Background: an optimization exercise with open tools, aiming at small area, a short achievable clock period and few clock cycles per item. Do not read the settings as production practice.
Power figures rest on the tool's default switching activity, not on a simulated workload.

==> flow/design.v <==
package box_pkg;
  localparam int PX_W         = 8;
  localparam int WIN          = 3;
  localparam int LINE_BUFS    = WIN + 1;                 
  localparam int MAX_LINE_LEN = 16;
  localparam int LINE_ADDR_W  = $clog2( MAX_LINE_LEN );
  localparam int BUF_IDX_W    = $clog2( LINE_BUFS );
  localparam int SUM_W        = PX_W + 4;                
  typedef logic [PX_W - 1 : 0] px_t;
  typedef struct packed {
    px_t  tdata;
    logic tvalid;
    logic tlast;                                         
    logic tuser;                                         
  } stream_word_t;
  typedef struct packed {
    px_t [WIN - 1 : 0][WIN - 1 : 0] px;
    logic                           tvalid;
    logic                           tlast;
    logic                           tuser;
  } window_t;
  typedef struct packed {
    logic [SUM_W - 1 : 0] tdata;
    logic                 tvalid;
    logic                 tlast;
    logic                 tuser;
  } sum_word_t;
endpackage
`timescale 1ns/1ps
module box_filter_top
(
  input  logic         clk_i,
  input  logic         rst_i,
  input  box_pkg::stream_word_t video_i,
  output logic         video_ready_o,
  output box_pkg::sum_word_t    sum_o,
  input  logic         sum_ready_i
);
localparam int PW = box_pkg::PX_W;
localparam int SW = box_pkg::SUM_W;
localparam int ML = box_pkg::MAX_LINE_LEN;
localparam int AW = box_pkg::LINE_ADDR_W;
localparam int VW = PW + 2;                              
logic                   rdy;                             
logic                   acc;                             
logic [ML - 1 : 0]      n_oh;                            
logic [AW - 1 : 0]      n_col;                           
logic [1 : 0]           n_row;                           
logic [1 : 0]           row_in;
logic                   x_v;
logic [PW - 1 : 0]      x_px;
logic                   x_last;
logic                   x_win;                           
logic                   x_first;                         
logic [AW - 1 : 0]      x_col;
logic [PW - 1 : 0]      x_hi;
logic [PW - 1 : 0]      x_lo;
logic [PW - 1 : 0]      rd_hi;
logic [PW - 1 : 0]      rd_lo;
logic [PW - 1 : 0]      cs_s;
logic [PW - 1 : 0]      cs_c;
logic [VW - 1 : 0]      x_vsum;
logic [ML - 1 : 0][PW - 1 : 0] mem_hi;
logic [ML - 1 : 0][PW - 1 : 0] mem_lo;
logic [VW - 1 : 0]      va;
logic [VW - 1 : 0]      vb;
logic [VW : 0]          w;
logic                   s_v;
logic                   s_last;
logic                   s_user;
logic [SW - 1 : 0]      s_sum;
logic                   o_v;
logic [SW - 1 : 0]      o_sum;
logic                   o_last;
logic                   o_user;
logic                   k_v;
logic [SW - 1 : 0]      k_sum;
logic                   k_last;
logic                   k_user;
logic                   o_free;
assign video_ready_o = rdy;
assign acc           = rdy && video_i.tvalid;
assign row_in = video_i.tuser ? 2'd0 : n_row;
always_ff @( posedge clk_i )
  if( acc )
    begin
      if( video_i.tlast )
        begin
          n_oh  <= ML'( 1 );
          n_col <= '0;
          n_row <= ( row_in == 2'd3 ) ? 2'd3 : row_in + 1'b1;
        end
      else
        begin
          n_oh  <= video_i.tuser ? ML'( 2 ) : { n_oh[ML - 2 : 0], 1'b0 };
          n_col <= video_i.tuser ? AW'( 1 ) : n_col + 1'b1;
          n_row <= row_in;
        end
    end
always_comb
  begin
    rd_hi = '0;
    rd_lo = '0;
    for( int i = 0; i < ML; i++ )
      begin
        rd_hi = rd_hi | ( mem_hi[i] & {PW{n_oh[i]}} );
        rd_lo = rd_lo | ( mem_lo[i] & {PW{n_oh[i]}} );
      end
  end
always_ff @( posedge clk_i, posedge rst_i )
  if( rst_i )
    x_v <= 1'b0;
  else
    if( rdy )
      x_v <= video_i.tvalid;
always_ff @( posedge clk_i )
  if( rdy )
    begin
      x_px    <= video_i.tdata;
      x_last  <= video_i.tlast;
      x_col   <= video_i.tuser ? '0 : n_col;
      x_win   <= !video_i.tuser && n_row[1] && !( n_oh[0] || n_oh[1] );
      x_first <= !video_i.tuser && ( n_row == 2'd2 ) && n_oh[2];
      x_hi    <= rd_hi;
      x_lo    <= rd_lo;
    end
for( genvar i = 0; i < ML; i++ )
  begin : g_mem
    always_ff @( posedge clk_i )
      if( rdy && x_v && ( x_col == AW'( i ) ) )
        begin
          mem_hi[i] <= x_px;
          mem_lo[i] <= mem_hi[i];
        end
  end
assign cs_s   = x_px ^ x_hi ^ x_lo;
assign cs_c   = ( x_px & x_hi ) | ( x_px & x_lo ) | ( x_hi & x_lo );
assign x_vsum = { 2'b00, cs_s } + { 1'b0, cs_c, 1'b0 };
always_ff @( posedge clk_i )
  if( rdy && x_v )
    begin
      va <= x_vsum;
      vb <= va;
      w  <= ( VW + 1 )'( va ) + ( VW + 1 )'( vb );
    end
always_ff @( posedge clk_i, posedge rst_i )
  if( rst_i )
    s_v <= 1'b0;
  else
    if( rdy )
      s_v <= x_v && x_win;
always_ff @( posedge clk_i )
  if( rdy )
    begin
      s_last <= x_last;
      s_user <= x_first;
    end
assign s_sum = SW'( va ) + SW'( w );
assign o_free = !o_v || sum_ready_i;
always_ff @( posedge clk_i, posedge rst_i )
  if( rst_i )
    begin
      o_v <= 1'b0;
      k_v <= 1'b0;
      rdy <= 1'b1;
    end
  else
    begin
      if( o_free )
        o_v <= k_v || s_v;
      k_v <= !o_free && ( k_v || s_v );
      rdy <= o_free || !( k_v || s_v );
    end
always_ff @( posedge clk_i )
  begin
    if( o_free )
      begin
        o_sum  <= k_v ? k_sum  : s_sum;
        o_last <= k_v ? k_last : s_last;
        o_user <= k_v ? k_user : s_user;
      end
    if( rdy )
      begin
        k_sum  <= s_sum;
        k_last <= s_last;
        k_user <= s_user;
      end
  end
assign sum_o = { o_sum, o_v, o_last, o_user };
endmodule
==> flow/config.mk <==
export PLATFORM = sky130hd
export DESIGN_NAME = box_filter_top
export DESIGN_NICKNAME = box_filter_top
export VERILOG_FILES = /design/flow/design.v
export SDC_FILE = /design/flow/constraint.sdc
export NUM_CORES = 4
export LEC_CHECK = 0
export CAP_MARGIN = 20
export CORE_MARGIN = 2
export CORE_UTILIZATION = 40
export SETUP_SLACK_MARGIN = 1.9
export SLEW_MARGIN = 20
==> flow/constraint.sdc <==
create_clock -name core_clock -period 4.0 [get_ports {clk_i}]
set_input_delay 0.8000 -clock core_clock [delete_from_list [all_inputs] [get_ports {clk_i}]]
set_output_delay 0.8000 -clock core_clock [all_outputs]
set_load 0.01 [all_outputs]
run.sh (not shown) runs the stock make flow with config.mk's settings and CLKGATE_MAP_FILE= SYNTH_SCRIPT=/design/flow/synth_recipe.tcl, a recipe that flattens the netlist after the stock synthesis.
Next try:
--- a/flow/config.mk
+++ b/flow/config.mk
@@ -11 +10,0 @@
-export SETUP_SLACK_MARGIN = 1.9
Outcome: The changed run went through all stages and came out clean; sequential share of layout area grows by 3.0 points; hold slack is about the same; via count decreases by 4.7%; synthesized area does not change; wire length fell by 5.4%; cell count came out lower by 2.7%; cell area went down by 4.5%; non-clock buffer count is lower by 36; total power is about the same; clock-buffer cell count shrinks by 1; worst setup slack degrades by 570 ps.
Function was not checked in any run of this note: the RTL went through the layout flow alone.

-- static timing again, ports no longer ideal --
The results above use ideal ports. As a check the final layouts listed here were re-extracted and re-timed, cells and wires unchanged. Step 1: set_driving_cell puts a clkbuf_16 on clk_i and a buf_2 on each other input, an assumption about the parent block. Step 2 times the ports against the registers' clock, not the clock port: input delays grow and output delays shrink by t, the midpoint of the rising clock arrivals with the driver on. a / b / c = ideal ports / drivers / drivers and shift; a / b = the first two.
run | t (ns) | setup WS [ns] | worst register clock-pin slew, ns
the first run | 0.581 | 1.647 / 1.647 / 1.510 | 0.06 / 0.06
the second run | 0.573 | 1.075 / 1.024 / 1.144 | 0.06 / 0.06
After both steps setup and hold are still met in every run listed. For the first run, which loses most, drivers alone change the setup slack by 0.000 ns; drivers and shift together by -0.137 ns.
